From an optimization exercise on the open Yosys and OpenROAD flow, aimed at small area and a short achievable clock period; shortcuts taken in it are not production practice.
Only simulation tests tie the RTL to the original design; equivalence was not proved.
Power is estimated from default activity; no workload was simulated.

--- run.sh ---
#!/bin/bash
# synth_recipe.tcl (not shown) runs the flow's synth.tcl, then flattens the netlist and writes it again
# the make line also repeats each setting of config.mk as NAME=value (left out here)
make -C /OpenROAD-flow-scripts/flow DESIGN_CONFIG=/design/flow/config.mk WORK_HOME=/design/flow/orfs CLKGATE_MAP_FILE= SYNTH_SCRIPT=/design/flow/synth_recipe.tcl finish
--- config.mk ---
export PLATFORM = sky130hd
export DESIGN_NAME = mcb_port_model
export DESIGN_NICKNAME = mcb_port_model
export VERILOG_FILES = /design/flow/design.v
export SDC_FILE = /design/flow/constraint.sdc
export NUM_CORES = 4
export LEC_CHECK = 0
export CAP_MARGIN = 20
export CORE_MARGIN = 2
export CORE_UTILIZATION = 40
export SLEW_MARGIN = 20
--- constraint.sdc ---
create_clock -name core_clock -period 6.0 [get_ports {clk}]
set_input_delay 1.2000 -clock core_clock [delete_from_list [all_inputs] [get_ports {clk}]]
set_output_delay 1.2000 -clock core_clock [all_outputs]
set_load 0.01 [all_outputs]
--- design.v ---
package mcb_port_pkg;
  localparam logic [2:0] CMD_WRITE    = 3'b000;
  localparam logic [2:0] CMD_READ     = 3'b001;
  localparam logic [2:0] CMD_WRITE_PC = 3'b010;
  localparam logic [2:0] CMD_READ_PC  = 3'b011;
  localparam logic [2:0] CMD_REFRESH  = 3'b100;
  localparam int DATA_FIFO_DEPTH = 64;
  typedef enum logic [2:0] {
    ST_IDLE      = 3'd0,
    ST_WRITE     = 3'd1,
    ST_READ_WAIT = 3'd2,
    ST_READ      = 3'd3,
    ST_REFRESH   = 3'd4
  } exec_state_e;
  function automatic logic [31:0] merge_bytes(input logic [31:0] old_word,
                                              input logic [31:0] new_word,
                                              input logic [3:0]  keep);
    for (int i = 0; i < 4; i++) begin
      merge_bytes[8*i +: 8] = keep[i] ? old_word[8*i +: 8] : new_word[8*i +: 8];
    end
  endfunction
endpackage
module mcb_port_fifo #(
  parameter int WIDTH = 32,
  parameter int DEPTH = 64,
  localparam int AW   = $clog2(DEPTH),
  localparam int CW   = AW + 1
) (
  input  logic             clk,
  input  logic             rst,
  input  logic             push,
  input  logic [WIDTH-1:0] din,
  input  logic             pop,
  output logic [WIDTH-1:0] dout,
  output logic [CW-1:0]    count,
  output logic             full,
  output logic             empty,
  output logic             push_drop,
  output logic             pop_err
);
  logic [WIDTH-1:0] mem_r [DEPTH];
  logic [AW-1:0]    wr_ptr_r;
  logic [AW-1:0]    rd_ptr_r;
  logic [CW-1:0]    count_r;
  logic [CW-1:0]    count_nxt_s;
  logic             full_r;
  logic             empty_r;
  logic             push_ok_s;
  logic             pop_ok_s;
  always_comb begin
    pop_ok_s  = pop & ~empty_r;
    push_ok_s = push & (~full_r | pop_ok_s);
    push_drop = push & ~push_ok_s;
    pop_err   = pop & empty_r;
    case ({push_ok_s, pop_ok_s})
      2'b10:   count_nxt_s = count_r + CW'(1);
      2'b01:   count_nxt_s = count_r - CW'(1);
      default: count_nxt_s = count_r;
    endcase
  end
  always_ff @(posedge clk) begin
    if (push_ok_s) begin
      mem_r[wr_ptr_r] <= din;
    end
  end
  always_ff @(posedge clk or posedge rst) begin
    if (rst) begin
      wr_ptr_r <= {AW{1'b0}};
      rd_ptr_r <= {AW{1'b0}};
      count_r  <= {CW{1'b0}};
      full_r   <= 1'b0;
      empty_r  <= 1'b1;
    end else begin
      if (push_ok_s) begin
        wr_ptr_r <= wr_ptr_r + AW'(1);
      end
      if (pop_ok_s) begin
        rd_ptr_r <= rd_ptr_r + AW'(1);
      end
      count_r <= count_nxt_s;
      full_r  <= (count_nxt_s == CW'(DEPTH));
      empty_r <= (count_nxt_s == {CW{1'b0}});
    end
  end
  assign dout  = empty_r ? {WIDTH{1'b0}} : mem_r[rd_ptr_r];
  assign count = count_r;
  assign full  = full_r;
  assign empty = empty_r;
endmodule
module mcb_port_model #(
  parameter int MEM_AW         = 6,
  parameter int CMD_DEPTH      = 4,
  parameter int READ_LATENCY   = 4,
  parameter int REFRESH_CYCLES = 8
) (
  input  logic        clk,
  input  logic        rst,
  input  logic        cmd_en,
  input  logic [2:0]  cmd_instr,
  input  logic [5:0]  cmd_bl,
  input  logic [27:0] cmd_word_addr,
  output logic        cmd_empty,
  output logic        cmd_full,
  input  logic        wr_en,
  input  logic [3:0]  wr_mask,
  input  logic [31:0] wr_data,
  output logic        wr_full,
  output logic        wr_empty,
  output logic [6:0]  wr_count,
  output logic        wr_underrun,
  output logic        wr_error,
  input  logic        rd_en,
  output logic [31:0] rd_data,
  output logic        rd_full,
  output logic        rd_empty,
  output logic [6:0]  rd_count,
  output logic        rd_overflow,
  output logic        rd_error
);
  localparam int WR_W = 36;
  localparam int CMD_W = 37;
  localparam int CMD_CW = $clog2(CMD_DEPTH) + 1;
  logic [CMD_W-1:0]  cmd_head_s;
  logic [CMD_CW-1:0] cmd_count_s;
  logic              cmd_empty_s;
  logic              cmd_pop_s;
  logic              cmd_drop_s;
  logic              cmd_pop_err_s;
  logic [WR_W-1:0]   wr_din_s;
  logic [WR_W-1:0]   wr_head_s;
  logic              wr_empty_s;
  logic              wr_pop_s;
  logic              wr_drop_s;
  logic              wr_underrun_s;
  logic              rd_push_s;
  logic              rd_overflow_s;
  logic              rd_pop_err_s;
  logic              rd_drop_unused_s;
  logic [31:0]       ram_r [2**MEM_AW];
  logic [MEM_AW-1:0] addr_r;
  logic [5:0]        beat_r;
  logic [15:0]       wait_r;
  mcb_port_pkg::exec_state_e       state_r;
  logic              ram_we_s;
  logic [31:0]       wdata_s;
  logic [3:0]        wmask_s;
  logic              wr_underrun_r;
  logic              wr_error_r;
  logic              rd_overflow_r;
  logic              rd_error_r;
  assign wr_din_s = {wr_mask, wr_data};
  mcb_port_fifo #(.WIDTH(CMD_W), .DEPTH(CMD_DEPTH)) u_cmd_fifo (
    .clk       (clk),
    .rst       (rst),
    .push      (cmd_en),
    .din       ({cmd_instr, cmd_bl, cmd_word_addr}),
    .pop       (cmd_pop_s),
    .dout      (cmd_head_s),
    .count     (cmd_count_s),
    .full      (cmd_full),
    .empty     (cmd_empty_s),
    .push_drop (cmd_drop_s),
    .pop_err   (cmd_pop_err_s)
  );
  mcb_port_fifo #(.WIDTH(WR_W), .DEPTH(mcb_port_pkg::DATA_FIFO_DEPTH)) u_wr_fifo (
    .clk       (clk),
    .rst       (rst),
    .push      (wr_en),
    .din       (wr_din_s),
    .pop       (wr_pop_s),
    .dout      (wr_head_s),
    .count     (wr_count),
    .full      (wr_full),
    .empty     (wr_empty_s),
    .push_drop (wr_drop_s),
    .pop_err   (wr_underrun_s)
  );
  mcb_port_fifo #(.WIDTH(32), .DEPTH(mcb_port_pkg::DATA_FIFO_DEPTH)) u_rd_fifo (
    .clk       (clk),
    .rst       (rst),
    .push      (rd_push_s),
    .din       (ram_r[addr_r]),
    .pop       (rd_en),
    .dout      (rd_data),
    .count     (rd_count),
    .full      (rd_full),
    .empty     (rd_empty),
    .push_drop (rd_overflow_s),
    .pop_err   (rd_pop_err_s)
  );
  assign rd_drop_unused_s = 1'b0;
  always_comb begin
    cmd_pop_s = (state_r == mcb_port_pkg::ST_IDLE) & ~cmd_empty_s;
    wr_pop_s  = (state_r == mcb_port_pkg::ST_WRITE);
    ram_we_s  = (state_r == mcb_port_pkg::ST_WRITE);
    rd_push_s = (state_r == mcb_port_pkg::ST_READ);
    if (wr_empty_s) begin
      wdata_s = 32'h0000_0000;
      wmask_s = 4'b0000;
    end else begin
      wdata_s = wr_head_s[31:0];
      wmask_s = wr_head_s[35:32];
    end
  end
  always_ff @(posedge clk) begin
    if (ram_we_s) begin
      ram_r[addr_r] <= mcb_port_pkg::merge_bytes(ram_r[addr_r], wdata_s, wmask_s);
    end
  end
  always_ff @(posedge clk or posedge rst) begin
    if (rst) begin
      state_r <= mcb_port_pkg::ST_IDLE;
      addr_r  <= {MEM_AW{1'b0}};
      beat_r  <= 6'd0;
      wait_r  <= 16'd0;
    end else begin
      case (state_r)
        mcb_port_pkg::ST_IDLE: begin
          if (!cmd_empty_s) begin
            addr_r <= cmd_head_s[MEM_AW-1:0];
            beat_r <= cmd_head_s[33:28];
            wait_r <= 16'd0;
            case (cmd_head_s[36:34])
              mcb_port_pkg::CMD_WRITE, mcb_port_pkg::CMD_WRITE_PC: state_r <= mcb_port_pkg::ST_WRITE;
              mcb_port_pkg::CMD_READ, mcb_port_pkg::CMD_READ_PC:   state_r <= mcb_port_pkg::ST_READ_WAIT;
              mcb_port_pkg::CMD_REFRESH:             state_r <= mcb_port_pkg::ST_REFRESH;
              default:                 state_r <= mcb_port_pkg::ST_IDLE;
            endcase
          end
        end
        mcb_port_pkg::ST_WRITE, mcb_port_pkg::ST_READ: begin
          addr_r <= addr_r + MEM_AW'(1);
          if (beat_r == 6'd0) begin
            state_r <= mcb_port_pkg::ST_IDLE;
          end else begin
            beat_r <= beat_r - 6'd1;
          end
        end
        mcb_port_pkg::ST_READ_WAIT: begin
          if (wait_r == 16'(READ_LATENCY - 1)) begin
            state_r <= mcb_port_pkg::ST_READ;
          end else begin
            wait_r <= wait_r + 16'd1;
          end
        end
        mcb_port_pkg::ST_REFRESH: begin
          if (wait_r == 16'(REFRESH_CYCLES - 1)) begin
            state_r <= mcb_port_pkg::ST_IDLE;
          end else begin
            wait_r <= wait_r + 16'd1;
          end
        end
        default: state_r <= mcb_port_pkg::ST_IDLE;
      endcase
    end
  end
  always_ff @(posedge clk or posedge rst) begin
    if (rst) begin
      wr_underrun_r <= 1'b0;
      wr_error_r    <= 1'b0;
      rd_overflow_r <= 1'b0;
      rd_error_r    <= 1'b0;
    end else begin
      if (wr_underrun_s) begin
        wr_underrun_r <= 1'b1;
      end
      if (cmd_drop_s | wr_drop_s) begin
        wr_error_r <= 1'b1;
      end
      if (rd_overflow_s) begin
        rd_overflow_r <= 1'b1;
      end
      if (rd_pop_err_s) begin
        rd_error_r <= 1'b1;
      end
    end
  end
  assign cmd_empty   = cmd_empty_s;
  assign wr_empty    = wr_empty_s;
  assign wr_underrun = wr_underrun_r;
  assign wr_error    = wr_error_r;
  assign rd_overflow = rd_overflow_r;
  assign rd_error    = rd_error_r;
endmodule
==> flow_summary_export.csv <==
group,metric,value,unit
worst_setup_path,start_kind,"register",
synth,yosysSeqAreaShare,79.6,%
cts,clk_pin_slew_worst_paths,0.06,ns
worst_setup_path,r2r.worst_path.cells,12,
place,post-dp-hpwl,402000,µm
power,powerDensity,582,nW/µm²
power,total_power,0.166,W
sta,final_hold_viol_count,0,
die,rows,288,
synth,synthArstFlopShare,1.31,%
min_path,hold_class,"primary input to asynchronous set/reset pin",
flow_run,maxCapViolCount,0,
grt,overflow,0,
die,fp.coreArea,614000,µm²
synth,synth.distinct_cells,75,
die,ioPinCount,134,
grt,grt_max_degree,107,
grt,grt_first_pass_wirelength,968000,µm
drt,drtPass1Iterations,8,
grt,grtUsageTotal,21.8,%
cts,h-tree-depth,6,
cts,clock_sinks,6546,
cts,clk_latency,1.12,ns
worst_setup_path,cpMostUsedCell,"mux4_2",
cells_and_area,num-fill-cells,49700,
synth,synth_warnings,4,
sta,max_freq,0.170,GHz
place,place_ws,0.620,ns
synth,netlist_area,246000,µm²
cells_and_area,area_growth,15.5,%
worst_setup_path,r2r_start,"u_wr_fifo.rd_ptr_r[0]",
place,place_congestion,0.830,
drt,wire_per_inst,34.0,µm
sta,finalWorstSetupSlack,0.121,ns
die,initial_core_util,40.1,%
worst_setup_path,critical_path.max_stage_delay,0.61,ns
drt,via_count,125000,
sta,setup_viol,0,
drt,viasPerCell,6.07,
die,fp.dieArea,622000,µm²
cts,root_buffer,"clkbuf_16",
die,die_y,789,µm
synth,syn-instance-count,11200,
drt,route.detailed.drc,0,
worst_setup_path,critPathArrivalTime,4.68,ns
worst_setup_path,r2r-end,"ram_r[42][23]",
drt,drt_iter0_markers,17300,
sta,maxSlewViolCount,0,
worst_setup_path,cp-end-kind,"output port",
power,irDropWorstVdd,1.76,mV
cts,cts_buffers,659,
cells_and_area,multi_input_area,49300,µm²
grt,antenna_found_initial,46,
sta,tightest_slew,1.19,ns
power,p_leak,86.4,nW
worst_setup_path,r2r_slack,1.07,ns
synth,ys_seq_elements,6546,
synth,synth_top_flop_cell,"edfxtp_1",
sta,fin_crit_sh,98.0,%
power,power.share.clock,24.4,%
worst_setup_path,critPathRequiredTime,4.80,ns
sta,skew,0.116,ns
place,io_buffers,111,
sta,maxSlewHeadroom,19.9,%
drt,final_antenna_net_count,0,
power,p_int,0.109,W
sta,final.min_clock_period,5.88,ns
power,swShare,34.3,%
die,die_x,789,µm
worst_setup_path,critPathMaxFanout,35,
power,p_sw,0.0569,W
power,pwr-share-seq,42.6,%
sta,rsz0062_at_grt,"true",
grt,grt_pass1_vias,125000,
cells_and_area,drive_above_1_share,25.5,%
cells_and_area,mostFrequentLayoutCell,"edfxtp_1",
worst_setup_path,path_cells,"buf_12 -> buf_16 -> mux4_2 -> mux4_2 -> mux4_2 -> nor2b_1 -> clkdlybuf4s50_1",
worst_setup_path,criticalPathCategory,"register to output port",
synth,avgSynthCellArea,22.1,µm²
worst_setup_path,slowest_stage,"mux4_2",
cts,cts_tree,"done",
synth,synth_fp_nets,11300,
cells_and_area,finalNetCount,12000,
cts,cts-hold-fix-buffers,0,
cts,cts_buffer_depth,4,
power,power_frac_comb,32.9,%
cells_and_area,final_cell_mix,"edfxtp_1, mux4_2, a22oi_1",
run_status,outcome,"finished clean",
synth,synth_edf_count,6460,
drt,wl,699000,µm
cells_and_area,regArea,196000,µm²
-- logic make-up after synthesis --
| family | synth area share, % |
|---|---|
| AO/OA/AOI/OAI | 5.01 |
| AND/OR/NAND/NOR | 1.56 |
| buffers and inverters | 1.30 |
| flip-flops | 79.6 |
| multiplexers | 12.2 |
| adder cells (fa/ha/maj) | 0.128 |
| XOR/XNOR | 0.181 |
-- sequential cells by signal, indices dropped and copies added, names as in the netlist, 2 cells and up --
| register | cells |
|---|---|
| u_rd_fifo.count_r | 7 |
| u_cmd_fifo.mem_r | 60 |
| u_wr_fifo.wr_ptr_r | 6 |
| u_rd_fifo.mem_r | 2048 |
| u_wr_fifo.count_r | 7 |
| u_cmd_fifo.count_r | 3 |
| ram_r | 2048 |
| state_r | 3 |
| u_wr_fifo.mem_r | 2304 |
| beat_r | 6 |
| u_rd_fifo.wr_ptr_r | 6 |
| addr_r | 6 |
| u_rd_fifo.rd_ptr_r | 6 |
| u_wr_fifo.rd_ptr_r | 6 |
| wait_r | 16 |
| u_cmd_fifo.rd_ptr_r | 2 |
| u_cmd_fifo.wr_ptr_r | 2 |
-- Yosys cell counts (36+ instances only) --
master    instances  area [µm²]
a21oi_1          65         325
a22oi_1        1057        7940
a41oi_1         240        2100
buf_1            97         364
buf_2           139         696
buf_4            51         383
clkbuf_1        350        1310
dfrtp_1          83        2080
edfxtp_1       6460      194000
mux2i_1         112        1120
mux4_2         1281       28900
nand2_1         167         627
nand3_1          55         275
nand4_1          36         225
nor2_1          306        1150
nor2b_1          56         350
nor4_1           68         425
o21ai_0          42         210
o22ai_1          39         244
xnor2_1          39         342
-- power groups by stage --
stage | combinational [W] | sequential (W) | clock (W)
after floorplan | 0.0283 | 0.0696 | 0
after global placement | 0.0524 | 0.0714 | 0
after detailed placement | 0.0545 | 0.0716 | 0
after CTS | 0.0547 | 0.0706 | 0.0410
after global routing | 0.0574 | 0.0708 | 0.0427
final | 0.0546 | 0.0706 | 0.0404
-- metal layers --
layer / vias up / wire length, µm / share of wire, % / track usage, %
met3: 1264 / 66200 / 9.5 / 3.89
li1: 49500 / - / - / -
met5: - / 240 / 0.034 / 0.0763
met2: 7294 / 336000 / 48 / 35.4
met1: 66900 / 268000 / 38 / 29.7
met4: 31 / 28200 / 4.0 / 7.80
-- layout make-up --
cell class	count	share of cell area, %
Timing Repair Buffer	708	2.69
Sequential cell	6546	68.9
Antenna cell	19	0.0167
Clock inverter	379	1.38
Clock buffer	837	6.10
Inverter	32	0.0453
Tap cell	8120	3.57
Multi-Input combinational cell	3929	17.3
-- critical path: cells and delay by family (launching register included) --
family,cells,cell delay (ns)
muxes,3,1.76
buffers and inverters,3,1.06
DFF,1,0.56
and+or+nand+nor,1,0.17
-- timing repair --
action | in CTS | in global routing
hold endpoints to repair | 0 | 0
resized for setup | 4 | 9
endpoints found under the setup margin | 24 | 9
buffers inserted | 9 | 0
-- per-stage QoR --
step                instances  setup TNS (ns)  area [µm²]  util (%)  hold WS (ns)
detailed placement      19300               0      263000      42.8         0.467
global placement        19300               0      263000      42.8         0.455
global route            20600         -0.0115      285000      46.3         0.421
CTS                     20600               0      285000      46.3         0.360
finish                  20600               0      285000      46.3         0.423
floorplan               11200               0      246000         -         0.446
-- worst max-delay path by stage --
stage	from	end	slack, ns	cells after the start
floorplan	addr_r[1]	ram_r[0][0]	0.05	9
global placement	rd_en	u_rd_fifo.full_r	0.39	13
detailed placement	rd_en	u_rd_fifo.full_r	0.62	14
CTS	u_rd_fifo.rd_ptr_r[0]	rd_data[5]	0.003	6
global route	u_rd_fifo.rd_ptr_r[0]	rd_data[1]	-0.009	7
finish	u_rd_fifo.rd_ptr_r[0]	rd_data[9]	0.12	7

-- separate check: timing with driven ports --
Ports are ideal in the flow. The routed layout listed here was re-timed in OpenROAD. Step 1: set_driving_cell puts a clkbuf_16 on clk and a buf_2 on each other input, an assumption about the parent block. Step 2, shift: input delay + t, output delay - t, t = (earliest + latest rising clock arrival at the registers) / 2. This alone moves slack from input paths to output paths. Slacks: ideal / step 1 / step 2; pairs: ideal / step 1.
shift t [ns]: 1.194
setup slack, ns: 0.121 / -0.011 / 0.526
pins driven straight from the clock port: 1
After both steps setup and hold are still met in this run. The setup slack of this run moves by -0.132 ns with the drivers and by +0.405 ns with both steps.
